Context: an optimization exercise on an open-source flow, tuned for small area, a short achievable clock period and few clock cycles per item. The choices shown serve that exercise and are no tape-out recipe. No functional check of the RTL was part of any run shown here.

**flow/run.sh**
```bash
#!/bin/bash
# synth_recipe.tcl (not shown) runs the flow's synth.tcl, then flattens the netlist and writes it again
# the make line also repeats each setting of config.mk as NAME=value (left out here)
make -C /OpenROAD-flow-scripts/flow DESIGN_CONFIG=/design/flow/config.mk WORK_HOME=/design/flow/orfs CLKGATE_MAP_FILE= SYNTH_SCRIPT=/design/flow/synth_recipe.tcl finish
```
**flow/config.mk**
```make
export PLATFORM = sky130hd
export DESIGN_NAME = gregorian_day_number_convert_top
export DESIGN_NICKNAME = gregorian_day_number_convert_top
export VERILOG_FILES = /design/flow/design.v
export SDC_FILE = /design/flow/constraint.sdc
export NUM_CORES = 4
export LEC_CHECK = 0
export CAP_MARGIN = 20
export CORE_MARGIN = 2
export CORE_UTILIZATION = 60
export PLACE_DENSITY = 0.75
export SETUP_SLACK_MARGIN = 4.0
export SLEW_MARGIN = 20
```
**flow/constraint.sdc**
```tcl
create_clock -name core_clock -period 9.0 [get_ports {clk}]
set_input_delay 1.8000 -clock core_clock [delete_from_list [all_inputs] [get_ports {clk}]]
set_output_delay 1.8000 -clock core_clock [all_outputs]
set_load 0.01 [all_outputs]
```
**flow/design.v**
```verilog
package gdn_pkg;
    localparam int NUM_MIN = 306;
    localparam int NUM_MAX = 3652364;
    function automatic logic [3:0] fwd_month_index(input logic [3:0] month);
        logic [3:0] r;
        case (month)
            4'd0:    r = 4'd9;
            4'd1:    r = 4'd10;
            4'd2:    r = 4'd11;
            4'd13:   r = 4'd10;
            4'd14:   r = 4'd11;
            4'd15:   r = 4'd0;
            default: r = month - 4'd3;
        endcase
        fwd_month_index = r;
    endfunction
    function automatic logic [8:0] month_offset(input logic [3:0] mi);
        logic [8:0] r;
        case (mi)
            4'd0:    r = 9'd0;
            4'd1:    r = 9'd31;
            4'd2:    r = 9'd61;
            4'd3:    r = 9'd92;
            4'd4:    r = 9'd122;
            4'd5:    r = 9'd153;
            4'd6:    r = 9'd184;
            4'd7:    r = 9'd214;
            4'd8:    r = 9'd245;
            4'd9:    r = 9'd275;
            4'd10:   r = 9'd306;
            4'd11:   r = 9'd337;
            default: r = 9'd0;
        endcase
        month_offset = r;
    endfunction
    function automatic logic [3:0] month_index(input logic [8:0] ddd);
        logic [3:0] mi;
        mi = 4'd0;
        for (int k = 1; k < 12; k++)
        begin
            if (ddd >= month_offset(4'(k)))
            begin
                mi = mi + 4'd1;
            end
        end
        month_index = mi;
    endfunction
endpackage
module gdn_est (
    input  logic [21:0] n,
    output logic [13:0] est
);
    wire e_w1;
    wire e_w2;
    assign e_w1 = n[7] ^ n[9];
    assign e_w2 = n[7] & n[9];
    wire e_w3;
    wire e_w4;
    assign e_w3 = n[8] ^ n[10];
    assign e_w4 = n[8] & n[10];
    wire e_w5;
    wire e_w6;
    assign e_w5 = n[9] ^ n[11] ^ n[12];
    assign e_w6 = (n[9] & n[11]) | (n[9] & n[12]) | (n[11] & n[12]);
    wire e_w7;
    wire e_w8;
    assign e_w7 = n[10] ^ n[12];
    assign e_w8 = n[10] & n[12];
    wire e_w9;
    wire e_w10;
    assign e_w9 = n[6] ^ n[8] ^ n[9];
    assign e_w10 = (n[6] & n[8]) | (n[6] & n[9]) | (n[8] & n[9]);
    wire e_w11;
    wire e_w12;
    assign e_w11 = e_w1 ^ n[10] ^ n[12];
    assign e_w12 = (e_w1 & n[10]) | (e_w1 & n[12]) | (n[10] & n[12]);
    wire e_w13;
    wire e_w14;
    assign e_w13 = ~n[15] ^ ~n[18];
    assign e_w14 = ~n[15] & ~n[18];
    wire e_w15;
    wire e_w16;
    assign e_w15 = e_w2 ^ e_w3 ^ n[11];
    assign e_w16 = (e_w2 & e_w3) | (e_w2 & n[11]) | (e_w3 & n[11]);
    wire e_w17;
    wire e_w18;
    assign e_w17 = n[13] ^ ~n[16] ^ n[19];
    assign e_w18 = (n[13] & ~n[16]) | (n[13] & n[19]) | (~n[16] & n[19]);
    wire e_w19;
    wire e_w20;
    assign e_w19 = e_w4 ^ e_w5 ^ n[14];
    assign e_w20 = (e_w4 & e_w5) | (e_w4 & n[14]) | (e_w5 & n[14]);
    wire e_w21;
    wire e_w22;
    assign e_w21 = ~n[17] ^ ~n[20] ^ ~n[19];
    assign e_w22 = (~n[17] & ~n[20]) | (~n[17] & ~n[19]) | (~n[20] & ~n[19]);
    wire e_w23;
    wire e_w24;
    assign e_w23 = e_w6 ^ e_w7 ^ n[13];
    assign e_w24 = (e_w6 & e_w7) | (e_w6 & n[13]) | (e_w7 & n[13]);
    wire e_w25;
    wire e_w26;
    assign e_w25 = n[15] ^ ~n[18] ^ ~n[21];
    assign e_w26 = (n[15] & ~n[18]) | (n[15] & ~n[21]) | (~n[18] & ~n[21]);
    wire e_w27;
    wire e_w28;
    assign e_w27 = e_w8 ^ n[11] ^ n[13];
    assign e_w28 = (e_w8 & n[11]) | (e_w8 & n[13]) | (n[11] & n[13]);
    wire e_w29;
    wire e_w30;
    assign e_w29 = n[14] ^ n[16] ^ n[19];
    assign e_w30 = (n[14] & n[16]) | (n[14] & n[19]) | (n[16] & n[19]);
    wire e_w31;
    wire e_w32;
    assign e_w31 = n[12] ^ n[14] ^ n[15];
    assign e_w32 = (n[12] & n[14]) | (n[12] & n[15]) | (n[14] & n[15]);
    wire e_w33;
    wire e_w34;
    assign e_w33 = n[17] ^ ~n[20] ^ n[19];
    assign e_w34 = (n[17] & ~n[20]) | (n[17] & n[19]) | (~n[20] & n[19]);
    wire e_w35;
    wire e_w36;
    assign e_w35 = n[13] ^ n[15] ^ n[16];
    assign e_w36 = (n[13] & n[15]) | (n[13] & n[16]) | (n[15] & n[16]);
    wire e_w37;
    wire e_w38;
    assign e_w37 = n[18] ^ ~n[21] ^ n[19];
    assign e_w38 = (n[18] & ~n[21]) | (n[18] & n[19]) | (~n[21] & n[19]);
    wire e_w39;
    wire e_w40;
    assign e_w39 = n[14] ^ n[16] ^ n[17];
    assign e_w40 = (n[14] & n[16]) | (n[14] & n[17]) | (n[16] & n[17]);
    wire e_w41;
    wire e_w42;
    assign e_w41 = n[19] ^ ~n[19];
    assign e_w42 = n[19] & ~n[19];
    wire e_w43;
    wire e_w44;
    assign e_w43 = n[15] ^ n[17] ^ n[18];
    assign e_w44 = (n[15] & n[17]) | (n[15] & n[18]) | (n[17] & n[18]);
    wire e_w45;
    wire e_w46;
    assign e_w45 = n[16] ^ n[18] ^ n[19];
    assign e_w46 = (n[16] & n[18]) | (n[16] & n[19]) | (n[18] & n[19]);
    wire e_w47;
    wire e_w48;
    assign e_w47 = n[17] ^ n[19];
    assign e_w48 = n[17] & n[19];
    wire e_w49;
    wire e_w50;
    assign e_w49 = n[18] ^ n[20];
    assign e_w50 = n[18] & n[20];
    wire e_w51;
    wire e_w52;
    assign e_w51 = e_w9 ^ n[11];
    assign e_w52 = e_w9 & n[11];
    wire e_w53;
    wire e_w54;
    assign e_w53 = e_w10 ^ e_w11 ^ e_w13;
    assign e_w54 = (e_w10 & e_w11) | (e_w10 & e_w13) | (e_w11 & e_w13);
    wire e_w55;
    wire e_w56;
    assign e_w55 = e_w12 ^ e_w14 ^ e_w15;
    assign e_w56 = (e_w12 & e_w14) | (e_w12 & e_w15) | (e_w14 & e_w15);
    wire e_w57;
    wire e_w58;
    assign e_w57 = e_w16 ^ e_w18 ^ e_w19;
    assign e_w58 = (e_w16 & e_w18) | (e_w16 & e_w19) | (e_w18 & e_w19);
    wire e_w59;
    wire e_w60;
    assign e_w59 = e_w20 ^ e_w22 ^ e_w23;
    assign e_w60 = (e_w20 & e_w22) | (e_w20 & e_w23) | (e_w22 & e_w23);
    wire e_w61;
    wire e_w62;
    assign e_w61 = e_w24 ^ e_w26 ^ e_w27;
    assign e_w62 = (e_w24 & e_w26) | (e_w24 & e_w27) | (e_w26 & e_w27);
    wire e_w63;
    wire e_w64;
    assign e_w63 = e_w28 ^ e_w30 ^ e_w31;
    assign e_w64 = (e_w28 & e_w30) | (e_w28 & e_w31) | (e_w30 & e_w31);
    wire e_w65;
    wire e_w66;
    assign e_w65 = e_w32 ^ e_w34 ^ e_w35;
    assign e_w66 = (e_w32 & e_w34) | (e_w32 & e_w35) | (e_w34 & e_w35);
    wire e_w67;
    wire e_w68;
    assign e_w67 = e_w36 ^ e_w38 ^ e_w39;
    assign e_w68 = (e_w36 & e_w38) | (e_w36 & e_w39) | (e_w38 & e_w39);
    wire e_w69;
    wire e_w70;
    assign e_w69 = e_w40 ^ e_w42 ^ e_w43;
    assign e_w70 = (e_w40 & e_w42) | (e_w40 & e_w43) | (e_w42 & e_w43);
    wire e_w71;
    wire e_w72;
    assign e_w71 = e_w44 ^ e_w45 ^ n[21];
    assign e_w72 = (e_w44 & e_w45) | (e_w44 & n[21]) | (e_w45 & n[21]);
    wire e_w73;
    wire e_w74;
    assign e_w73 = e_w46 ^ e_w47 ^ n[20];
    assign e_w74 = (e_w46 & e_w47) | (e_w46 & n[20]) | (e_w47 & n[20]);
    wire e_w75;
    wire e_w76;
    assign e_w75 = e_w48 ^ e_w49 ^ n[21];
    assign e_w76 = (e_w48 & e_w49) | (e_w48 & n[21]) | (e_w49 & n[21]);
    wire e_w77;
    wire e_w78;
    assign e_w77 = e_w50 ^ n[19] ^ n[21];
    assign e_w78 = (e_w50 & n[19]) | (e_w50 & n[21]) | (n[19] & n[21]);
    wire e_w79;
    wire e_w80;
    assign e_w79 = e_w51 ^ ~n[14];
    assign e_w80 = e_w51 & ~n[14];
    wire e_w81;
    wire e_w82;
    assign e_w81 = e_w52 ^ e_w53 ^ ~n[17];
    assign e_w82 = (e_w52 & e_w53) | (e_w52 & ~n[17]) | (e_w53 & ~n[17]);
    wire e_w83;
    wire e_w84;
    assign e_w83 = e_w54 ^ e_w55 ^ e_w17;
    assign e_w84 = (e_w54 & e_w55) | (e_w54 & e_w17) | (e_w55 & e_w17);
    wire e_w85;
    wire e_w86;
    assign e_w85 = e_w56 ^ e_w57 ^ e_w21;
    assign e_w86 = (e_w56 & e_w57) | (e_w56 & e_w21) | (e_w57 & e_w21);
    wire e_w87;
    wire e_w88;
    assign e_w87 = e_w58 ^ e_w59 ^ e_w25;
    assign e_w88 = (e_w58 & e_w59) | (e_w58 & e_w25) | (e_w59 & e_w25);
    wire e_w89;
    wire e_w90;
    assign e_w89 = e_w60 ^ e_w61 ^ e_w29;
    assign e_w90 = (e_w60 & e_w61) | (e_w60 & e_w29) | (e_w61 & e_w29);
    wire e_w91;
    wire e_w92;
    assign e_w91 = e_w62 ^ e_w63 ^ e_w33;
    assign e_w92 = (e_w62 & e_w63) | (e_w62 & e_w33) | (e_w63 & e_w33);
    wire e_w93;
    wire e_w94;
    assign e_w93 = e_w64 ^ e_w65 ^ e_w37;
    assign e_w94 = (e_w64 & e_w65) | (e_w64 & e_w37) | (e_w65 & e_w37);
    wire e_w95;
    wire e_w96;
    assign e_w95 = e_w66 ^ e_w67 ^ e_w41;
    assign e_w96 = (e_w66 & e_w67) | (e_w66 & e_w41) | (e_w67 & e_w41);
    wire e_w97;
    wire e_w98;
    assign e_w97 = e_w68 ^ e_w69 ^ ~n[20];
    assign e_w98 = (e_w68 & e_w69) | (e_w68 & ~n[20]) | (e_w69 & ~n[20]);
    wire e_w99;
    wire e_w100;
    assign e_w99 = e_w70 ^ e_w71 ^ ~n[20];
    assign e_w100 = (e_w70 & e_w71) | (e_w70 & ~n[20]) | (e_w71 & ~n[20]);
    wire e_w101;
    wire e_w102;
    assign e_w101 = e_w72 ^ e_w73 ^ ~n[20];
    assign e_w102 = (e_w72 & e_w73) | (e_w72 & ~n[20]) | (e_w73 & ~n[20]);
    wire e_w103;
    wire e_w104;
    assign e_w103 = e_w74 ^ e_w75 ^ ~n[20];
    assign e_w104 = (e_w74 & e_w75) | (e_w74 & ~n[20]) | (e_w75 & ~n[20]);
    wire e_w105;
    wire e_w106;
    assign e_w105 = e_w76 ^ e_w77 ^ ~n[20];
    assign e_w106 = (e_w76 & e_w77) | (e_w76 & ~n[20]) | (e_w77 & ~n[20]);
    wire e_w107;
    wire e_w108;
    assign e_w107 = e_w78 ^ n[20] ^ ~n[20];
    assign e_w108 = (e_w78 & n[20]) | (e_w78 & ~n[20]) | (n[20] & ~n[20]);
    wire e_w109;
    wire e_w110;
    assign e_w109 = n[21] ^ ~n[20];
    assign e_w110 = n[21] & ~n[20];
    wire [16:0] e_a = {e_w110, e_w108, e_w106, e_w104, e_w102, e_w100, e_w98, e_w96, e_w94, e_w92, e_w90, e_w88, e_w86, e_w84, e_w82, e_w80, e_w79};
    wire [16:0] e_b = {~n[20], e_w109, e_w107, e_w105, e_w103, e_w101, e_w99, e_w97, e_w95, e_w93, e_w91, e_w89, e_w87, e_w85, e_w83, e_w81, n[17]};
    wire [16:0] e;
    assign e = e_a + e_b;
    assign est = e[16:3];
endmodule
module gdn_q (
    input  logic [13:0] y,
    output logic [6:0] q
);
    wire c_w1;
    wire c_w2;
    assign c_w1 = y[3] ^ y[6];
    assign c_w2 = y[3] & y[6];
    wire c_w3;
    wire c_w4;
    assign c_w3 = y[2] ^ y[4] ^ y[7];
    assign c_w4 = (y[2] & y[4]) | (y[2] & y[7]) | (y[4] & y[7]);
    wire c_w5;
    wire c_w6;
    assign c_w5 = y[3] ^ y[5] ^ y[8];
    assign c_w6 = (y[3] & y[5]) | (y[3] & y[8]) | (y[5] & y[8]);
    wire c_w7;
    wire c_w8;
    assign c_w7 = y[4] ^ y[6];
    assign c_w8 = y[4] & y[6];
    wire c_w9;
    wire c_w10;
    assign c_w9 = y[5] ^ y[7] ^ y[10];
    assign c_w10 = (y[5] & y[7]) | (y[5] & y[10]) | (y[7] & y[10]);
    wire c_w11;
    wire c_w12;
    assign c_w11 = y[6] ^ y[8] ^ y[11];
    assign c_w12 = (y[6] & y[8]) | (y[6] & y[11]) | (y[8] & y[11]);
    wire c_w13;
    wire c_w14;
    assign c_w13 = y[7] ^ y[9] ^ y[12];
    assign c_w14 = (y[7] & y[9]) | (y[7] & y[12]) | (y[9] & y[12]);
    wire c_w15;
    wire c_w16;
    assign c_w15 = y[8] ^ y[10] ^ y[13];
    assign c_w16 = (y[8] & y[10]) | (y[8] & y[13]) | (y[10] & y[13]);
    wire c_w17;
    wire c_w18;
    assign c_w17 = y[9] ^ y[11];
    assign c_w18 = y[9] & y[11];
    wire c_w19;
    wire c_w20;
    assign c_w19 = y[10] ^ y[12];
    assign c_w20 = y[10] & y[12];
    wire c_w21;
    wire c_w22;
    assign c_w21 = y[11] ^ y[13];
    assign c_w22 = y[11] & y[13];
    wire c_w23;
    wire c_w24;
    assign c_w23 = y[2] ^ y[5];
    assign c_w24 = y[2] & y[5];
    wire c_w25;
    wire c_w26;
    assign c_w25 = c_w1 ^ ~y[11] ^ ~y[10];
    assign c_w26 = (c_w1 & ~y[11]) | (c_w1 & ~y[10]) | (~y[11] & ~y[10]);
    wire c_w27;
    wire c_w28;
    assign c_w27 = c_w2 ^ c_w3 ^ ~y[12];
    assign c_w28 = (c_w2 & c_w3) | (c_w2 & ~y[12]) | (c_w3 & ~y[12]);
    wire c_w29;
    wire c_w30;
    assign c_w29 = c_w4 ^ c_w5 ^ ~y[13];
    assign c_w30 = (c_w4 & c_w5) | (c_w4 & ~y[13]) | (c_w5 & ~y[13]);
    wire c_w31;
    wire c_w32;
    assign c_w31 = c_w6 ^ c_w7 ^ ~y[9];
    assign c_w32 = (c_w6 & c_w7) | (c_w6 & ~y[9]) | (c_w7 & ~y[9]);
    wire c_w33;
    wire c_w34;
    assign c_w33 = c_w8 ^ c_w9 ^ ~y[9];
    assign c_w34 = (c_w8 & c_w9) | (c_w8 & ~y[9]) | (c_w9 & ~y[9]);
    wire c_w35;
    wire c_w36;
    assign c_w35 = c_w10 ^ c_w11 ^ ~y[9];
    assign c_w36 = (c_w10 & c_w11) | (c_w10 & ~y[9]) | (c_w11 & ~y[9]);
    wire c_w37;
    wire c_w38;
    assign c_w37 = c_w12 ^ c_w13 ^ ~y[9];
    assign c_w38 = (c_w12 & c_w13) | (c_w12 & ~y[9]) | (c_w13 & ~y[9]);
    wire c_w39;
    wire c_w40;
    assign c_w39 = c_w14 ^ c_w15 ^ ~y[9];
    assign c_w40 = (c_w14 & c_w15) | (c_w14 & ~y[9]) | (c_w15 & ~y[9]);
    wire c_w41;
    wire c_w42;
    assign c_w41 = c_w16 ^ c_w17 ^ ~y[9];
    assign c_w42 = (c_w16 & c_w17) | (c_w16 & ~y[9]) | (c_w17 & ~y[9]);
    wire c_w43;
    wire c_w44;
    assign c_w43 = c_w18 ^ c_w19 ^ ~y[9];
    assign c_w44 = (c_w18 & c_w19) | (c_w18 & ~y[9]) | (c_w19 & ~y[9]);
    wire c_w45;
    wire c_w46;
    assign c_w45 = c_w20 ^ c_w21 ^ ~y[9];
    assign c_w46 = (c_w20 & c_w21) | (c_w20 & ~y[9]) | (c_w21 & ~y[9]);
    wire c_w47;
    wire c_w48;
    assign c_w47 = c_w22 ^ y[12] ^ ~y[9];
    assign c_w48 = (c_w22 & y[12]) | (c_w22 & ~y[9]) | (y[12] & ~y[9]);
    wire c_w49;
    wire c_w50;
    assign c_w49 = y[13] ^ ~y[9];
    assign c_w50 = y[13] & ~y[9];
    wire [13:0] c_a = {c_w48, c_w46, c_w44, c_w42, c_w40, c_w38, c_w36, c_w34, c_w32, c_w30, c_w28, c_w26, c_w24, c_w23};
    wire [13:0] c_b = {c_w49, c_w47, c_w45, c_w43, c_w41, c_w39, c_w37, c_w35, c_w33, c_w31, c_w29, c_w27, c_w25, y[10]};
    wire [13:0] c;
    assign c = c_a + c_b;
    assign q = c[13:7];
endmodule
module gdn_s (
    input  logic [9:0] a,
    input  logic [13:0] y,
    output logic [14:0] s
);
    wire s_w1;
    wire s_w2;
    assign s_w1 = a[0] ^ y[0];
    assign s_w2 = a[0] & y[0];
    wire s_w3;
    wire s_w4;
    assign s_w3 = a[1] ^ y[1] ^ y[3];
    assign s_w4 = (a[1] & y[1]) | (a[1] & y[3]) | (y[1] & y[3]);
    wire s_w5;
    wire s_w6;
    assign s_w5 = a[2] ^ y[2] ^ y[4];
    assign s_w6 = (a[2] & y[2]) | (a[2] & y[4]) | (y[2] & y[4]);
    wire s_w7;
    wire s_w8;
    assign s_w7 = a[3] ^ y[3] ^ y[5];
    assign s_w8 = (a[3] & y[3]) | (a[3] & y[5]) | (y[3] & y[5]);
    wire s_w9;
    wire s_w10;
    assign s_w9 = a[4] ^ y[4] ^ y[6];
    assign s_w10 = (a[4] & y[4]) | (a[4] & y[6]) | (y[4] & y[6]);
    wire s_w11;
    wire s_w12;
    assign s_w11 = a[5] ^ y[5] ^ y[7];
    assign s_w12 = (a[5] & y[5]) | (a[5] & y[7]) | (y[5] & y[7]);
    wire s_w13;
    wire s_w14;
    assign s_w13 = a[6] ^ y[6] ^ y[8];
    assign s_w14 = (a[6] & y[6]) | (a[6] & y[8]) | (y[6] & y[8]);
    wire s_w15;
    wire s_w16;
    assign s_w15 = a[7] ^ y[7] ^ y[9];
    assign s_w16 = (a[7] & y[7]) | (a[7] & y[9]) | (y[7] & y[9]);
    wire s_w17;
    wire s_w18;
    assign s_w17 = a[8] ^ y[8] ^ y[10];
    assign s_w18 = (a[8] & y[8]) | (a[8] & y[10]) | (y[8] & y[10]);
    wire s_w19;
    wire s_w20;
    assign s_w19 = a[9] ^ y[9] ^ y[11];
    assign s_w20 = (a[9] & y[9]) | (a[9] & y[11]) | (y[9] & y[11]);
    wire s_w21;
    wire s_w22;
    assign s_w21 = y[10] ^ y[12];
    assign s_w22 = y[10] & y[12];
    wire s_w23;
    wire s_w24;
    assign s_w23 = y[11] ^ y[13];
    assign s_w24 = y[11] & y[13];
    wire [14:0] s_a = {1'b0, y[13], s_w24, s_w22, s_w20, s_w18, s_w16, s_w14, s_w12, s_w10, s_w8, s_w6, s_w4, s_w2, s_w1};
    wire [14:0] s_b = {1'b0, 1'b0, y[12], s_w23, s_w21, s_w19, s_w17, s_w15, s_w13, s_w11, s_w9, s_w7, s_w5, s_w3, y[2]};
    assign s = s_a + s_b;
endmodule
module gdn_z (
    input  logic t,
    input  logic [14:0] s,
    input  logic [13:0] y,
    input  logic [6:0] q,
    output logic [21:0] z
);
    wire z_w1;
    wire z_w2;
    assign z_w1 = y[0] ^ y[2];
    assign z_w2 = y[0] & y[2];
    wire z_w3;
    wire z_w4;
    assign z_w3 = y[1] ^ y[3] ^ y[4];
    assign z_w4 = (y[1] & y[3]) | (y[1] & y[4]) | (y[3] & y[4]);
    wire z_w5;
    wire z_w6;
    assign z_w5 = y[2] ^ y[4] ^ y[5];
    assign z_w6 = (y[2] & y[4]) | (y[2] & y[5]) | (y[4] & y[5]);
    wire z_w7;
    wire z_w8;
    assign z_w7 = y[3] ^ y[5] ^ y[6];
    assign z_w8 = (y[3] & y[5]) | (y[3] & y[6]) | (y[5] & y[6]);
    wire z_w9;
    wire z_w10;
    assign z_w9 = y[4] ^ y[6] ^ y[7];
    assign z_w10 = (y[4] & y[6]) | (y[4] & y[7]) | (y[6] & y[7]);
    wire z_w11;
    wire z_w12;
    assign z_w11 = y[5] ^ y[7] ^ y[8];
    assign z_w12 = (y[5] & y[7]) | (y[5] & y[8]) | (y[7] & y[8]);
    wire z_w13;
    wire z_w14;
    assign z_w13 = y[6] ^ y[8] ^ y[9];
    assign z_w14 = (y[6] & y[8]) | (y[6] & y[9]) | (y[8] & y[9]);
    wire z_w15;
    wire z_w16;
    assign z_w15 = y[7] ^ y[9];
    assign z_w16 = y[7] & y[9];
    wire z_w17;
    wire z_w18;
    assign z_w17 = y[0] ^ y[1];
    assign z_w18 = y[0] & y[1];
    wire z_w19;
    wire z_w20;
    assign z_w19 = y[1] ^ y[2] ^ s[4];
    assign z_w20 = (y[1] & y[2]) | (y[1] & s[4]) | (y[2] & s[4]);
    wire z_w21;
    wire z_w22;
    assign z_w21 = y[0] ^ y[2] ^ y[3];
    assign z_w22 = (y[0] & y[2]) | (y[0] & y[3]) | (y[2] & y[3]);
    wire z_w23;
    wire z_w24;
    assign z_w23 = y[0] ^ y[1] ^ y[3];
    assign z_w24 = (y[0] & y[1]) | (y[0] & y[3]) | (y[1] & y[3]);
    wire z_w25;
    wire z_w26;
    assign z_w25 = y[4] ^ s[6];
    assign z_w26 = y[4] & s[6];
    wire z_w27;
    wire z_w28;
    assign z_w27 = y[1] ^ y[2] ^ y[4];
    assign z_w28 = (y[1] & y[2]) | (y[1] & y[4]) | (y[2] & y[4]);
    wire z_w29;
    wire z_w30;
    assign z_w29 = y[5] ^ ~s[7];
    assign z_w30 = y[5] & ~s[7];
    wire z_w31;
    wire z_w32;
    assign z_w31 = z_w1 ^ y[3] ^ y[5];
    assign z_w32 = (z_w1 & y[3]) | (z_w1 & y[5]) | (y[3] & y[5]);
    wire z_w33;
    wire z_w34;
    assign z_w33 = y[6] ^ s[8] ^ ~s[7];
    assign z_w34 = (y[6] & s[8]) | (y[6] & ~s[7]) | (s[8] & ~s[7]);
    wire z_w35;
    wire z_w36;
    assign z_w35 = z_w2 ^ z_w3 ^ y[6];
    assign z_w36 = (z_w2 & z_w3) | (z_w2 & y[6]) | (z_w3 & y[6]);
    wire z_w37;
    wire z_w38;
    assign z_w37 = y[7] ^ s[9] ^ ~s[7];
    assign z_w38 = (y[7] & s[9]) | (y[7] & ~s[7]) | (s[9] & ~s[7]);
    wire z_w39;
    wire z_w40;
    assign z_w39 = z_w4 ^ z_w5 ^ y[7];
    assign z_w40 = (z_w4 & z_w5) | (z_w4 & y[7]) | (z_w5 & y[7]);
    wire z_w41;
    wire z_w42;
    assign z_w41 = y[8] ^ s[10] ^ ~s[7];
    assign z_w42 = (y[8] & s[10]) | (y[8] & ~s[7]) | (s[10] & ~s[7]);
    wire z_w43;
    wire z_w44;
    assign z_w43 = z_w6 ^ z_w7 ^ y[8];
    assign z_w44 = (z_w6 & z_w7) | (z_w6 & y[8]) | (z_w7 & y[8]);
    wire z_w45;
    wire z_w46;
    assign z_w45 = y[9] ^ s[11] ^ ~s[7];
    assign z_w46 = (y[9] & s[11]) | (y[9] & ~s[7]) | (s[11] & ~s[7]);
    wire z_w47;
    wire z_w48;
    assign z_w47 = z_w8 ^ z_w9 ^ y[9];
    assign z_w48 = (z_w8 & z_w9) | (z_w8 & y[9]) | (z_w9 & y[9]);
    wire z_w49;
    wire z_w50;
    assign z_w49 = y[10] ^ s[12] ^ ~s[7];
    assign z_w50 = (y[10] & s[12]) | (y[10] & ~s[7]) | (s[12] & ~s[7]);
    wire z_w51;
    wire z_w52;
    assign z_w51 = z_w10 ^ z_w11 ^ y[10];
    assign z_w52 = (z_w10 & z_w11) | (z_w10 & y[10]) | (z_w11 & y[10]);
    wire z_w53;
    wire z_w54;
    assign z_w53 = y[11] ^ s[13] ^ ~s[7];
    assign z_w54 = (y[11] & s[13]) | (y[11] & ~s[7]) | (s[13] & ~s[7]);
    wire z_w55;
    wire z_w56;
    assign z_w55 = z_w12 ^ z_w13 ^ y[11];
    assign z_w56 = (z_w12 & z_w13) | (z_w12 & y[11]) | (z_w13 & y[11]);
    wire z_w57;
    wire z_w58;
    assign z_w57 = y[12] ^ s[14] ^ ~s[7];
    assign z_w58 = (y[12] & s[14]) | (y[12] & ~s[7]) | (s[14] & ~s[7]);
    wire z_w59;
    wire z_w60;
    assign z_w59 = z_w14 ^ z_w15 ^ y[10];
    assign z_w60 = (z_w14 & z_w15) | (z_w14 & y[10]) | (z_w15 & y[10]);
    wire z_w61;
    wire z_w62;
    assign z_w61 = y[12] ^ y[13] ^ ~s[7];
    assign z_w62 = (y[12] & y[13]) | (y[12] & ~s[7]) | (y[13] & ~s[7]);
    wire z_w63;
    wire z_w64;
    assign z_w63 = z_w16 ^ y[8] ^ y[10];
    assign z_w64 = (z_w16 & y[8]) | (z_w16 & y[10]) | (y[8] & y[10]);
    wire z_w65;
    wire z_w66;
    assign z_w65 = y[11] ^ y[13] ^ ~s[7];
    assign z_w66 = (y[11] & y[13]) | (y[11] & ~s[7]) | (y[13] & ~s[7]);
    wire z_w67;
    wire z_w68;
    assign z_w67 = y[9] ^ y[11] ^ y[12];
    assign z_w68 = (y[9] & y[11]) | (y[9] & y[12]) | (y[11] & y[12]);
    wire z_w69;
    wire z_w70;
    assign z_w69 = y[10] ^ y[12];
    assign z_w70 = y[10] & y[12];
    wire z_w71;
    wire z_w72;
    assign z_w71 = s[0] ^ t;
    assign z_w72 = s[0] & t;
    wire z_w73;
    wire z_w74;
    assign z_w73 = s[1] ^ q[3];
    assign z_w74 = s[1] & q[3];
    wire z_w75;
    wire z_w76;
    assign z_w75 = y[0] ^ s[2] ^ q[4];
    assign z_w76 = (y[0] & s[2]) | (y[0] & q[4]) | (s[2] & q[4]);
    wire z_w77;
    wire z_w78;
    assign z_w77 = z_w17 ^ s[3] ^ q[5];
    assign z_w78 = (z_w17 & s[3]) | (z_w17 & q[5]) | (s[3] & q[5]);
    wire z_w79;
    wire z_w80;
    assign z_w79 = z_w18 ^ z_w19 ^ q[6];
    assign z_w80 = (z_w18 & z_w19) | (z_w18 & q[6]) | (z_w19 & q[6]);
    wire z_w81;
    wire z_w82;
    assign z_w81 = z_w20 ^ z_w21 ^ s[5];
    assign z_w82 = (z_w20 & z_w21) | (z_w20 & s[5]) | (z_w21 & s[5]);
    wire z_w83;
    wire z_w84;
    assign z_w83 = z_w22 ^ z_w23 ^ z_w25;
    assign z_w84 = (z_w22 & z_w23) | (z_w22 & z_w25) | (z_w23 & z_w25);
    wire z_w85;
    wire z_w86;
    assign z_w85 = z_w24 ^ z_w26 ^ z_w27;
    assign z_w86 = (z_w24 & z_w26) | (z_w24 & z_w27) | (z_w26 & z_w27);
    wire z_w87;
    wire z_w88;
    assign z_w87 = z_w28 ^ z_w30 ^ z_w31;
    assign z_w88 = (z_w28 & z_w30) | (z_w28 & z_w31) | (z_w30 & z_w31);
    wire z_w89;
    wire z_w90;
    assign z_w89 = z_w32 ^ z_w34 ^ z_w35;
    assign z_w90 = (z_w32 & z_w34) | (z_w32 & z_w35) | (z_w34 & z_w35);
    wire z_w91;
    wire z_w92;
    assign z_w91 = z_w36 ^ z_w38 ^ z_w39;
    assign z_w92 = (z_w36 & z_w38) | (z_w36 & z_w39) | (z_w38 & z_w39);
    wire z_w93;
    wire z_w94;
    assign z_w93 = z_w40 ^ z_w42 ^ z_w43;
    assign z_w94 = (z_w40 & z_w42) | (z_w40 & z_w43) | (z_w42 & z_w43);
    wire z_w95;
    wire z_w96;
    assign z_w95 = z_w44 ^ z_w46 ^ z_w47;
    assign z_w96 = (z_w44 & z_w46) | (z_w44 & z_w47) | (z_w46 & z_w47);
    wire z_w97;
    wire z_w98;
    assign z_w97 = z_w48 ^ z_w50 ^ z_w51;
    assign z_w98 = (z_w48 & z_w50) | (z_w48 & z_w51) | (z_w50 & z_w51);
    wire z_w99;
    wire z_w100;
    assign z_w99 = z_w52 ^ z_w54 ^ z_w55;
    assign z_w100 = (z_w52 & z_w54) | (z_w52 & z_w55) | (z_w54 & z_w55);
    wire z_w101;
    wire z_w102;
    assign z_w101 = z_w56 ^ z_w58 ^ z_w59;
    assign z_w102 = (z_w56 & z_w58) | (z_w56 & z_w59) | (z_w58 & z_w59);
    wire z_w103;
    wire z_w104;
    assign z_w103 = z_w60 ^ z_w62 ^ z_w63;
    assign z_w104 = (z_w60 & z_w62) | (z_w60 & z_w63) | (z_w62 & z_w63);
    wire z_w105;
    wire z_w106;
    assign z_w105 = z_w64 ^ z_w66 ^ z_w67;
    assign z_w106 = (z_w64 & z_w66) | (z_w64 & z_w67) | (z_w66 & z_w67);
    wire z_w107;
    wire z_w108;
    assign z_w107 = z_w68 ^ z_w69 ^ y[13];
    assign z_w108 = (z_w68 & z_w69) | (z_w68 & y[13]) | (z_w69 & y[13]);
    wire z_w109;
    wire z_w110;
    assign z_w109 = z_w70 ^ y[11] ^ y[13];
    assign z_w110 = (z_w70 & y[11]) | (z_w70 & y[13]) | (y[11] & y[13]);
    wire z_w111;
    wire z_w112;
    assign z_w111 = z_w71 ^ q[2];
    assign z_w112 = z_w71 & q[2];
    wire z_w113;
    wire z_w114;
    assign z_w113 = z_w72 ^ z_w73 ^ ~q[1];
    assign z_w114 = (z_w72 & z_w73) | (z_w72 & ~q[1]) | (z_w73 & ~q[1]);
    wire z_w115;
    wire z_w116;
    assign z_w115 = z_w74 ^ z_w75 ^ ~q[2];
    assign z_w116 = (z_w74 & z_w75) | (z_w74 & ~q[2]) | (z_w75 & ~q[2]);
    wire z_w117;
    wire z_w118;
    assign z_w117 = z_w76 ^ z_w77 ^ ~q[3];
    assign z_w118 = (z_w76 & z_w77) | (z_w76 & ~q[3]) | (z_w77 & ~q[3]);
    wire z_w119;
    wire z_w120;
    assign z_w119 = z_w78 ^ z_w79 ^ ~q[4];
    assign z_w120 = (z_w78 & z_w79) | (z_w78 & ~q[4]) | (z_w79 & ~q[4]);
    wire z_w121;
    wire z_w122;
    assign z_w121 = z_w80 ^ z_w81 ^ ~q[5];
    assign z_w122 = (z_w80 & z_w81) | (z_w80 & ~q[5]) | (z_w81 & ~q[5]);
    wire z_w123;
    wire z_w124;
    assign z_w123 = z_w82 ^ z_w83 ^ ~q[6];
    assign z_w124 = (z_w82 & z_w83) | (z_w82 & ~q[6]) | (z_w83 & ~q[6]);
    wire z_w125;
    wire z_w126;
    assign z_w125 = z_w84 ^ z_w85 ^ z_w29;
    assign z_w126 = (z_w84 & z_w85) | (z_w84 & z_w29) | (z_w85 & z_w29);
    wire z_w127;
    wire z_w128;
    assign z_w127 = z_w86 ^ z_w87 ^ z_w33;
    assign z_w128 = (z_w86 & z_w87) | (z_w86 & z_w33) | (z_w87 & z_w33);
    wire z_w129;
    wire z_w130;
    assign z_w129 = z_w88 ^ z_w89 ^ z_w37;
    assign z_w130 = (z_w88 & z_w89) | (z_w88 & z_w37) | (z_w89 & z_w37);
    wire z_w131;
    wire z_w132;
    assign z_w131 = z_w90 ^ z_w91 ^ z_w41;
    assign z_w132 = (z_w90 & z_w91) | (z_w90 & z_w41) | (z_w91 & z_w41);
    wire z_w133;
    wire z_w134;
    assign z_w133 = z_w92 ^ z_w93 ^ z_w45;
    assign z_w134 = (z_w92 & z_w93) | (z_w92 & z_w45) | (z_w93 & z_w45);
    wire z_w135;
    wire z_w136;
    assign z_w135 = z_w94 ^ z_w95 ^ z_w49;
    assign z_w136 = (z_w94 & z_w95) | (z_w94 & z_w49) | (z_w95 & z_w49);
    wire z_w137;
    wire z_w138;
    assign z_w137 = z_w96 ^ z_w97 ^ z_w53;
    assign z_w138 = (z_w96 & z_w97) | (z_w96 & z_w53) | (z_w97 & z_w53);
    wire z_w139;
    wire z_w140;
    assign z_w139 = z_w98 ^ z_w99 ^ z_w57;
    assign z_w140 = (z_w98 & z_w99) | (z_w98 & z_w57) | (z_w99 & z_w57);
    wire z_w141;
    wire z_w142;
    assign z_w141 = z_w100 ^ z_w101 ^ z_w61;
    assign z_w142 = (z_w100 & z_w101) | (z_w100 & z_w61) | (z_w101 & z_w61);
    wire z_w143;
    wire z_w144;
    assign z_w143 = z_w102 ^ z_w103 ^ z_w65;
    assign z_w144 = (z_w102 & z_w103) | (z_w102 & z_w65) | (z_w103 & z_w65);
    wire z_w145;
    wire z_w146;
    assign z_w145 = z_w104 ^ z_w105 ^ ~s[7];
    assign z_w146 = (z_w104 & z_w105) | (z_w104 & ~s[7]) | (z_w105 & ~s[7]);
    wire z_w147;
    wire z_w148;
    assign z_w147 = z_w106 ^ z_w107 ^ ~s[7];
    assign z_w148 = (z_w106 & z_w107) | (z_w106 & ~s[7]) | (z_w107 & ~s[7]);
    wire z_w149;
    wire z_w150;
    assign z_w149 = z_w108 ^ z_w109 ^ ~s[7];
    assign z_w150 = (z_w108 & z_w109) | (z_w108 & ~s[7]) | (z_w109 & ~s[7]);
    wire z_w151;
    wire z_w152;
    assign z_w151 = z_w110 ^ y[12] ^ ~s[7];
    assign z_w152 = (z_w110 & y[12]) | (z_w110 & ~s[7]) | (y[12] & ~s[7]);
    wire z_w153;
    wire z_w154;
    assign z_w153 = y[13] ^ ~s[7];
    assign z_w154 = y[13] & ~s[7];
    wire [21:0] z_a = {z_w152, z_w150, z_w148, z_w146, z_w144, z_w142, z_w140, z_w138, z_w136, z_w134, z_w132, z_w130, z_w128, z_w126, z_w124, z_w122, z_w120, z_w118, z_w116, z_w114, z_w112, z_w111};
    wire [21:0] z_b = {z_w153, z_w151, z_w149, z_w147, z_w145, z_w143, z_w141, z_w139, z_w137, z_w135, z_w133, z_w131, z_w129, z_w127, z_w125, z_w123, z_w121, z_w119, z_w117, z_w115, z_w113, ~q[0]};
    assign z = z_a + z_b;
endmodule
module gregorian_day_number_convert_top (
    input  logic         clk,
    input  logic         rst_n,
    input  logic         req_valid,
    output logic         req_ready,
    input  logic         req_type,
    input  logic [13:0]  year_in,
    input  logic [3:0]   month_in,
    input  logic [4:0]   day_in,
    input  logic [21:0]  number_in,
    output logic         rsp_valid,
    input  logic         rsp_ready,
    output logic [21:0]  number_out,
    output logic [13:0]  year_out,
    output logic [3:0]   month_out,
    output logic [4:0]   day_out,
    output logic         range_error
);
    logic        v1_reg, v2_reg, v3_reg, v4_reg, v5_reg;
    logic        en;
    logic        s1_typ_reg;
    logic        s1_err_reg;
    logic [22:0] s1_w_reg;
    logic        s2_typ_reg;
    logic        s2_err_reg;
    logic [13:0] s2_y_reg;
    logic [9:0]  s2_a_reg;
    logic        s3_typ_reg;
    logic        s3_err_reg;
    logic [13:0] s3_y_reg;
    logic [14:0] s3_s_reg;
    logic [6:0]  s3_q_reg;
    logic        s4_typ_reg;
    logic        s4_err_reg;
    logic        s4_leap_reg;
    logic [1:0]  s4_yh_reg;
    logic [21:0] s4_p_reg;
    logic        s5_num_reg;
    logic        s5_date_reg;
    logic        s5_err_reg;
    logic [23:0] s5_p_reg;
    assign en = !v5_reg || rsp_ready;
    assign req_ready = en;
    assign rsp_valid = v5_reg;
    always_ff @(posedge clk or negedge rst_n)
    begin
        if (!rst_n)
        begin
            v1_reg <= 1'b0;
            v2_reg <= 1'b0;
            v3_reg <= 1'b0;
            v4_reg <= 1'b0;
            v5_reg <= 1'b0;
        end
        else if (en)
        begin
            v1_reg <= req_valid;
            v2_reg <= v1_reg;
            v3_reg <= v2_reg;
            v4_reg <= v3_reg;
            v5_reg <= v4_reg;
        end
    end
    logic [3:0]  a_mi;
    logic        a_wrap;
    logic [8:0]  a_off;
    logic [13:0] a_yf;
    logic        a_ferr;
    logic        a_gbad;
    always_comb
    begin
        a_mi = gdn_pkg::fwd_month_index(month_in);
        a_wrap = (a_mi >= 4'd10);
        a_off = gdn_pkg::month_offset(a_mi) + 9'(day_in);
        a_yf = year_in - 14'(a_wrap);
        a_ferr = (a_wrap && (year_in == 14'd0)) || (a_yf > 14'd9999)
              || ((a_yf == 14'd9999) && (a_off > 9'd306))
              || ((a_yf == 14'd0) && (a_off < 9'd307));
        a_gbad = (number_in < 22'(gdn_pkg::NUM_MIN)) || (number_in > 22'(gdn_pkg::NUM_MAX));
    end
    always_ff @(posedge clk)
    begin
        if (en)
        begin
            s1_typ_reg <= req_type;
            s1_err_reg <= req_type ? a_gbad : a_ferr;
            s1_w_reg <= req_type ? {1'b0, number_in} : {a_yf, a_off};
        end
    end
    logic [13:0] b_est;
    gdn_est u_est (.n(s1_w_reg[21:0]), .est(b_est));
    always_ff @(posedge clk)
    begin
        if (en)
        begin
            s2_typ_reg <= s1_typ_reg;
            s2_err_reg <= s1_err_reg;
            s2_y_reg <= s1_typ_reg ? b_est : s1_w_reg[22:9];
            s2_a_reg <= s1_typ_reg ? ~s1_w_reg[9:0] : {1'b0, s1_w_reg[8:0]};
        end
    end
    logic [6:0]  c_q;
    logic [14:0] c_s;
    gdn_q u_q (.y(s2_y_reg), .q(c_q));
    gdn_s u_s (.a(s2_a_reg), .y(s2_y_reg), .s(c_s));
    always_ff @(posedge clk)
    begin
        if (en)
        begin
            s3_typ_reg <= s2_typ_reg;
            s3_err_reg <= s2_err_reg;
            s3_y_reg <= s2_y_reg;
            s3_s_reg <= c_s;
            s3_q_reg <= c_q;
        end
    end
    logic [21:0] m_z;
    logic [4:0]  m_rem25;
    logic        m_leap;
    gdn_z u_z (.t(s3_typ_reg), .s(s3_s_reg), .y(s3_y_reg), .q(s3_q_reg), .z(m_z));
    always_comb
    begin
        m_rem25 = s3_y_reg[6:2] - 5'(s3_q_reg) * 5'd25;
        m_leap = (s3_y_reg[1:0] == 2'd0) && ((m_rem25 != 5'd0) || (s3_q_reg[1:0] == 2'd0));
    end
    always_ff @(posedge clk)
    begin
        if (en)
        begin
            s4_typ_reg <= s3_typ_reg;
            s4_err_reg <= s3_err_reg;
            s4_leap_reg <= m_leap;
            s4_yh_reg <= s3_y_reg[13:12];
            s4_p_reg <= s3_typ_reg ? {s3_y_reg[11:0], ~m_z[9:0]} : m_z;
        end
    end
    logic        e_back;
    logic [8:0]  e_d;
    logic [11:1] e_ge;
    logic [3:0]  e_mi;
    logic [13:0] e_year;
    always_comb
    begin
        e_back = s4_p_reg[9];
        e_d = s4_p_reg[8:0] + (e_back ? 9'd365 + 9'(s4_leap_reg) : 9'd0);
        for (int k = 1; k < 12; k++)
        begin
            e_ge[k] = (e_d >= gdn_pkg::month_offset(4'(k)));
        end
        e_mi[3] = e_ge[8];
        e_mi[2] = e_ge[4] && !e_ge[8];
        e_mi[1] = (e_ge[2] && !e_ge[4]) || (e_ge[6] && !e_ge[8]) || e_ge[10];
        e_mi[0] = (e_ge[1] && !e_ge[2]) || (e_ge[3] && !e_ge[4]) || (e_ge[5] && !e_ge[6])
               || (e_ge[7] && !e_ge[8]) || (e_ge[9] && !e_ge[10]) || e_ge[11];
        e_year = {s4_yh_reg, s4_p_reg[21:10]} - 14'(e_back) + 14'(e_ge[10]);
    end
    always_ff @(posedge clk)
    begin
        if (en)
        begin
            s5_num_reg <= !s4_typ_reg && !s4_err_reg;
            s5_date_reg <= s4_typ_reg && !s4_err_reg;
            s5_err_reg <= s4_err_reg;
            s5_p_reg <= s4_typ_reg ? {e_year, 1'b0, e_mi, e_d[4:0]} : {2'b0, s4_p_reg};
        end
    end
    logic [3:0]  o_mi;
    logic [4:0]  o_mo;
    logic [4:0]  o_day;
    logic [3:0]  o_month;
    assign o_mo = (o_mi == 4'd1) ? 5'd31 : (o_mi == 4'd2) ? 5'd29 : (o_mi == 4'd3) ? 5'd28
                : (o_mi == 4'd4) ? 5'd26 : (o_mi == 4'd5) ? 5'd25 : (o_mi == 4'd6) ? 5'd24
                : (o_mi == 4'd7) ? 5'd22 : (o_mi == 4'd8) ? 5'd21 : (o_mi == 4'd9) ? 5'd19
                : (o_mi == 4'd10) ? 5'd18 : (o_mi == 4'd11) ? 5'd17 : 5'd0;
    always_comb
    begin
        o_mi = s5_p_reg[8:5];
        o_day = s5_p_reg[4:0] - o_mo + 5'd1;
        o_month = (o_mi >= 4'd10) ? o_mi - 4'd9 : o_mi + 4'd3;
        range_error = s5_err_reg;
        number_out = s5_num_reg ? s5_p_reg[21:0] : 22'd0;
        year_out = s5_date_reg ? s5_p_reg[23:10] : 14'd0;
        month_out = s5_date_reg ? o_month : 4'd0;
        day_out = s5_date_reg ? o_day : 5'd0;
    end
endmodule
```
==> results.txt, run 1 <==
initial antenna violation count - 1
asr flop ratio synth - 3.38%
Final Slew Violations - 0
setup_tns - 0 ps
slowest CP cell - edfxtp_1
most common cell after layout, fill and taps aside - inv_1
Worst Reg-to-Reg Cells - 21
vias in the first global route - 10,836
final hold vios - 0
layout cells sized above 1 - 11.5%
combinational family with the most area after synthesis - adder cells
post-synthesis xor/xnor area fraction - 7.59%
Crit Path Category - reg -> out
final-stage net count - 1,930
largest net degree at the start of global routing - 71
post-synthesis to final-layout area growth - 16.4%
RSZ-0062 raised after global routing - true
HP Class - reg -> reg
CP startpoint kind - flip-flop
DRT Wirelength - 31,100 um
Iter 0 DRT Violations - 575
Sink Count - 148
Final setup violation count - 0
ys flop type - edfxtp_1
die width - 163 um
first-pass GRT wire length - 51,400 um
Cell Rows - 58
Synth Area in Adders - 31.4%
Root Buffer - clkbuf_16
router iterations before antenna repair - 5
max reg flops - 24
Hold-fix buffers, CTS - 0
clk slew on worst S/H paths - 60 ps
status - timing/DRC/antenna clean
Ys Warns - 1
largest fanout on the critical path - 7
Max-slew headroom - 35.0%
Worst-Skew Late Latency - 430 ps
number of port buffers - 97
Crit path largest cell delay - 450 ps
Max Cap Viol - 0
grt total ovfl - 0
Core ar. - 25,000 um2
fin crit share - 54.9%
fmax - 0.202 GHz
Final Skew - 9.74 ps
Synth Register Bits - 148
Post-synth EDFFs - 143
WHS Path Cells - 0
top cells by area, synth - edfxtp_1 28%, fa_1 19%, ha_1 13%
vias per cell - 5.61
Overall Global Routing Usage - 24.6%
DRC viols - 0
Die Y-Extent - 163 um
Synth area leader - edfxtp_1
Synth top area share - 28.5%
library cells used by synthesis - 83
Mapped Avg Cell Area - 10.4 um2
Setup WS pre-CTS - 2950 ps
Req. time, crit path - 7200 ps
fin crit period - 4940 ps
Final HPWL DP - 23,300 um
final worst slack - 4060 ps
CTS tree - yes
Critical Path End Type - output pin
simple logic cell fraction of the synthesized area - 11.0%
Max Root-Sink Buffers - 2
most frequent cells in the layout - 201 x inv_1, 143 x edfxtp_1, 137 x fa_1, 137 x ha_1, 89 x clkdlybuf4s50_1
multiplexer share of the synthesized area - 1.86%
die area - 26,400 um2
# diodes - 0
syn_nets - 1,798
I/O pin total - 98
sequential area share after synthesis - 29.3%
DRT antenna net count - 0
total number of vias - 10,828
Synth Area in Compound Gates - 12.7%
Initial Utilization - 60.5%
Mapped Cells - 1,455
critical path cell sequence - buf_6, ha_4, nor2_4, a21oi_2, nand2_1, o21ai_2, o32ai_2, ha_2, inv_4, ha_4, a21o_1, a21oi_2, xnor2_1, xnor2_1, and2_1, buf_2
# H-tree levels - 4
Netlist Area Pre-Place - 15,100 um2
DR WL/cell - 16.1 um
Worst Path Arrival - 3140 ps
GPL Wtd Cong - 0.935
CTS buffer count - 17
worst slew pin tran - 976 ps
-- worst max-delay path, delay by kind of cell (launching register included) --
kind                       cells  cell delay, ps
DFF                            1             450
buffers and inverters          3             320
AOI/OAI and AO/OA              5             600
adders and majority gates      3             660
xor gates and xnor gates       2             310
and+or+nand+nor                3             360
-- cells by family (layout without fill, tap and decap cells) --
| group | Yosys count | count (layout) |
|---|---|---|
| muxes | 26 | 26 |
| buffers and inverters | 244 | 384 |
| adders and majority gates | 294 | 294 |
| DFF | 148 | 148 |
| AOI/OAI and AO/OA | 288 | 289 |
| and+or+nand+nor | 325 | 328 |
| xor gates and xnor gates | 130 | 130 |
-- final timing paths --
path / slack, ps / start / end
max: 4060 / s5_p_reg[6]$_DFFE_PP_ / day_out[4]
min: 420 / s2_typ_reg$_DFFE_PP_ / s3_typ_reg$_DFFE_PP_
max reg2reg: 4100 / s4_p_reg[9]$_DFFE_PP_ / s5_p_reg[22]$_SDFFCE_PN0P_
min reg2reg: 420 / s2_typ_reg$_DFFE_PP_ / s3_typ_reg$_DFFE_PP_
max in group asynchronous: 7210 / rst_n / v3_reg$_DFFE_PN0P_
min in group asynchronous: 1600 / rst_n / v2_reg$_DFFE_PN0P_
-- what timing repair did --
action | CTS | global route
resized for setup | 42 | 64
pin swaps | 3 | 33
cloned | 3 | 1
buffers inserted | 13 | 28
setup endpoints to repair | 20 | 20
-- layer usage --
layer,up-vias,GRT usage (%),part of all wire (%)
met5,-,0,0
met4,0,8.77,3.1
met3,65,3.08,3.5
met2,270,45.7,53
met1,5219,29.3,41
li1,5274,-,-
-- metrics by stage --
step / instances / utilization (%) / hold slack (ps) / area, um2
2_1_floorplan: 1455 / - / 400 / 15100
3_3_place_gp: 1853 / 65.7 / 401 / 16400
3_5_place_dp: 1853 / 65.7 / 416 / 16400
4_1_cts: 1900 / 68.7 / 429 / 17200
5_1_grt: 1929 / 70.4 / 438 / 17600
6_report: 1929 / 70.4 / 425 / 17600
-- final cells by class --
| type | instances | area, um2 |
|---|---|---|
| clock buffers | 21 | 440 |
| well taps | 330 | 413 |
| clock inverters | 10 | 86.3 |
| inverters | 210 | 793 |
| repair buffers | 143 | 1300 |
| flip-flops and latches | 148 | 4420 |
| multi-input cells | 1067 | 10100 |
| fillers | 1807 | 7400 |
-- cells in the mapped netlist, types with 15 or more instances --
master / count
nand2_1: 76
ha_1: 152
nor2_1: 66
and2_1: 54
a21o_1: 24
nor2b_1: 16
inv_1: 210
clkbuf_1: 23
xor2_1: 46
fa_1: 141
mux2_2: 16
nor3_1: 27
a21oi_1: 70
nand2b_1: 15
edfxtp_1: 143
nand3_1: 20
xnor2_1: 83
o21ai_0: 68
==> run 2, diff against run 1 <==
--- a/flow/config.mk
+++ b/flow/config.mk
@@ -10,4 +10,4 @@
 export CORE_UTILIZATION = 60
 export PLACE_DENSITY = 0.75
-export SETUP_SLACK_MARGIN = 4.0
+export SETUP_SLACK_MARGIN = 4.3
 export SLEW_MARGIN = 20
==> run 2 against run 1 <==
Critical path depth fell by 1. Highest routed layer unchanged. Clock skew barely moved. Final area rose by 3.7%. Clock-buffer cell count increased by 7.
==> results.txt, run 2 <==
status - timing/DRC/antenna clean (unchanged)
Cell Rows - 58 (unchanged)
Post-synth top cells - 210 x inv_1, 152 x ha_1, 143 x edfxtp_1 (unchanged)
Max-slew headroom - 32.7% (was 35.0%)
Area after DPL - 16,500 um2 (was 16,400 um2)
Crit Path Category - reg -> out (unchanged)
first-pass GRT wire length - 54,500 um (was 51,400 um)
GPL Wtd Cong - 0.901 (was 0.935)
sequential area share after synthesis - 29.3% (unchanged)
DRC viols - 0 (unchanged)
final-stage net count - 1,955 (was 1,930)
largest net degree at the start of global routing - 74 (was 71)
grt total ovfl - 0 (unchanged)
Critical Path End Type - output pin (unchanged)
die area - 26,400 um2 (unchanged)
fin crit period - 5040 ps (was 4940 ps)
Final Slew Violations - 0 (unchanged)
Die Y-Extent - 163 um (unchanged)
RSZ-0062 raised after global routing - true (unchanged)
Root Buffer - clkbuf_16 (unchanged)
Final HPWL DP - 23,700 um (was 23,300 um)
layout cells sized above 1 - 15.6% (was 11.5%)
router iterations before antenna repair - 7 (was 5)
number of port buffers - 97 (unchanged)
fin crit share - 56.0% (was 54.9%)
Core ar. - 25,000 um2 (unchanged)
Max Cap Viol - 0 (unchanged)
Synth top area share - 28.5% (unchanged)
syn_nets - 1,798 (unchanged)
Synth Register Bits - 148 (unchanged)
CTS buffer count - 17 (unchanged)
Finished Cell Area - 18,200 um2 (was 17,600 um2)
I/O pin total - 98 (unchanged)
Worst Path Arrival - 3240 ps (was 3140 ps)
max reg flops - 24 (unchanged)
DRT Wirelength - 33,700 um (was 31,100 um)
fillers - 1,683 (was 1,807)
largest fanout on the critical path - 3 (was 7)
Netlist Area Pre-Place - 15,100 um2 (unchanged)
CP startpoint kind - flip-flop (unchanged)
Max Root-Sink Buffers - 2 (unchanged)
final hold vios - 0 (unchanged)
Mapped Avg Cell Area - 10.4 um2 (unchanged)
most frequent cells in the layout - 200 x inv_1, 143 x edfxtp_1, 137 x fa_1 (was 201 x inv_1, 143 x edfxtp_1, 137 x fa_1, 137 x ha_1, 89 x clkdlybuf4s50_1)
most common cell after layout, fill and taps aside - inv_1 (unchanged)
library cells used by synthesis - 83 (unchanged)
worst slew pin tran - 1010 ps (was 976 ps)
ys flop type - edfxtp_1 (unchanged)
Sink Count - 148 (unchanged)
die width - 163 um (unchanged)
DR WL/cell - 17.2 um (was 16.1 um)
post-synthesis to final-layout area growth - 20.7% (was 16.4%)
top cells by area, synth - edfxtp_1 28%, fa_1 19%, ha_1 13% (unchanged)
top-count cell post-synth - inv_1 (unchanged)
clk slew on worst S/H paths - 60 ps (about the same)
fmax - 0.198 GHz (was 0.202 GHz)
Req. time, crit path - 7200 ps (about the same)
setup_tns - 0 ps (unchanged)
Final Skew - 9.56 ps (was 9.74 ps)
Synth area leader - edfxtp_1 (unchanged)
# diodes - 0 (unchanged)
Overall Global Routing Usage - 26.1% (was 24.6%)
asr flop ratio synth - 3.38% (unchanged)
Initial Utilization - 60.5% (unchanged)
vias in the first global route - 11,430 (was 10,836)
initial antenna violation count - 0 (was 1)
total number of vias - 11,166 (was 10,828)
HP Class - reg -> reg (unchanged)
vias per cell - 5.71 (was 5.61)
Post-synth EDFFs - 143 (unchanged)
CTS tree - yes (unchanged)
DRT antenna net count - 0 (unchanged)
Iter 0 DRT Violations - 560 (was 575)
# H-tree levels - 4 (unchanged)
Mapped Cells - 1,455 (unchanged)
Worst-Skew Late Latency - 440 ps (was 430 ps)
Ys Warns - 1 (unchanged)
Final setup violation count - 0 (unchanged)
==> run 2: cell count changes in the layout (fill, tap and decap cells not counted), moves of 5 or more <==
| cell | previous run | this run |
|---|---|---|
| clkbuf_8 | 0 | 5 |
| ha_1 | 137 | 128 |
| ha_4 | 9 | 18 |
| a21oi_2 | 9 | 19 |
| a21oi_1 | 63 | 51 |
| buf_4 | 45 | 64 |
==> run 2: per-layer routing <==
| metal | track usage, % | up-vias | share of wire (%) |
|---|---|---|---|
| met4 | 10.2 | 0 | 3.5 |
| met2 | 49.3 | 316 | 54 |
| met1 | 30.0 | 5441 | 39 |
| li1 | - | 5321 | - |
| met5 | 0 | - | 0 |
| met3 | 3.21 | 88 | 3.4 |
==> run 2: timing repair <==
item	in CTS	in global routing
resized for setup	101	66
setup buffers	36	30
pin swaps	29	53
setup endpoints to repair	39	23
hold buffers	0	0
gates cloned	3	1
==> run 2: final cells by class <==
cell class              count  area [um2]  area share, %
clock inverters             4        72.6          0.398
flip-flops and latches    148        4420           24.3
multi-input cells        1067       10500           57.4
inverters                 210         806           4.42
repair buffers            168        1530           8.41
clock buffers              28         517           2.84
well taps                 330         413           2.27
==> run 2: worst paths after layout <==
check	cells after the start	end	slack, ps	start
min reg2reg	0	s3_typ_reg$_DFFE_PP_	420	s2_typ_reg$_DFFE_PP_
min	0	s3_typ_reg$_DFFE_PP_	420	s2_typ_reg$_DFFE_PP_
min in group asynchronous	1	v5_reg$_DFFE_PN0P_	1590	rst_n
max	15	day_out[4]	3960	s5_p_reg[5]$_DFFE_PP_
max in group asynchronous	1	v2_reg$_DFFE_PN0P_	7220	rst_n
max reg2reg	18	s2_y_reg[13]$_DFFE_PP_	4290	s1_w_reg[9]$_DFFE_PP_
==> run 2: stage by stage <==
step                std cells  hold WS [ps]  worst slack (ps)  utilization [%]
floorplan                1455           400              4060                -
global placement         1853           401              2820             65.9
detailed placement       1853           405              2700             65.9
CTS                      1924           419              4110             70.8
global route             1955           428              3800             73.0
finish                   1955           419              3960             73.0
==> run 2: cells by family (layout without fill, tap and decap cells) <==
| family | after synthesis | after routing | share of synthesized area, % |
|---|---|---|---|
| AOI/OAI and AO/OA | 288 | 289 | 12.7 |
| adders and majority gates | 294 | 294 | 31.4 |
| DFF | 148 | 148 | 29.3 |
| xor gates and xnor gates | 130 | 130 | 7.59 |
| buffers and inverters | 244 | 410 | 6.23 |
| and+or+nand+nor | 325 | 328 | 11.0 |
| muxes | 26 | 26 | 1.86 |
==> run 2: critical path, cell delays in order (launching register included) <==
cell and delay (ps):
edfxtp_1 430, buf_4 180, buf_6 110, ha_4 160, buf_12 130, nor3_4 180
nand2b_1 100, nand3_2 100, ha_4 220, ha_4 230, a21o_1 160, a21oi_2 150
xnor2_1 90, xnor2_1 270, and2_1 180, buf_2 130

## what the ideal ports hide
The flow's constraints put no driver on any port. The routed layouts listed below were extracted and timed again, unchanged, in two steps. Step 1 assumes that a clkbuf_16 drives the clock port and a buf_2 every other input. Step 2 moves the port delays by t, midway between the first and last clock arrival at a register: inputs arrive t later, outputs are due t later. That takes back most of the time a late clock gives input paths. Slacks: no drivers / after step 1 / after step 2; pairs: no drivers / after step 1.
run | t (ns) | setup WS [ns] | worst hold slack (ns) | worst register clock-pin slew, ns | cell pins on the clock port's net
run 1 | 0.468 | 4.057 / 4.011 / 3.657 | 0.425 / 0.425 / 0.425 | 0.06 / 0.06 | 1
run 2 | 0.481 | 3.957 / 3.908 / 3.706 | 0.419 / 0.419 / 0.419 | 0.06 / 0.06 | 1
After both steps setup and hold are still met in every run listed. For run 1, which loses most, drivers alone change the setup slack by -0.046 ns; drivers and shift together by -0.400 ns.
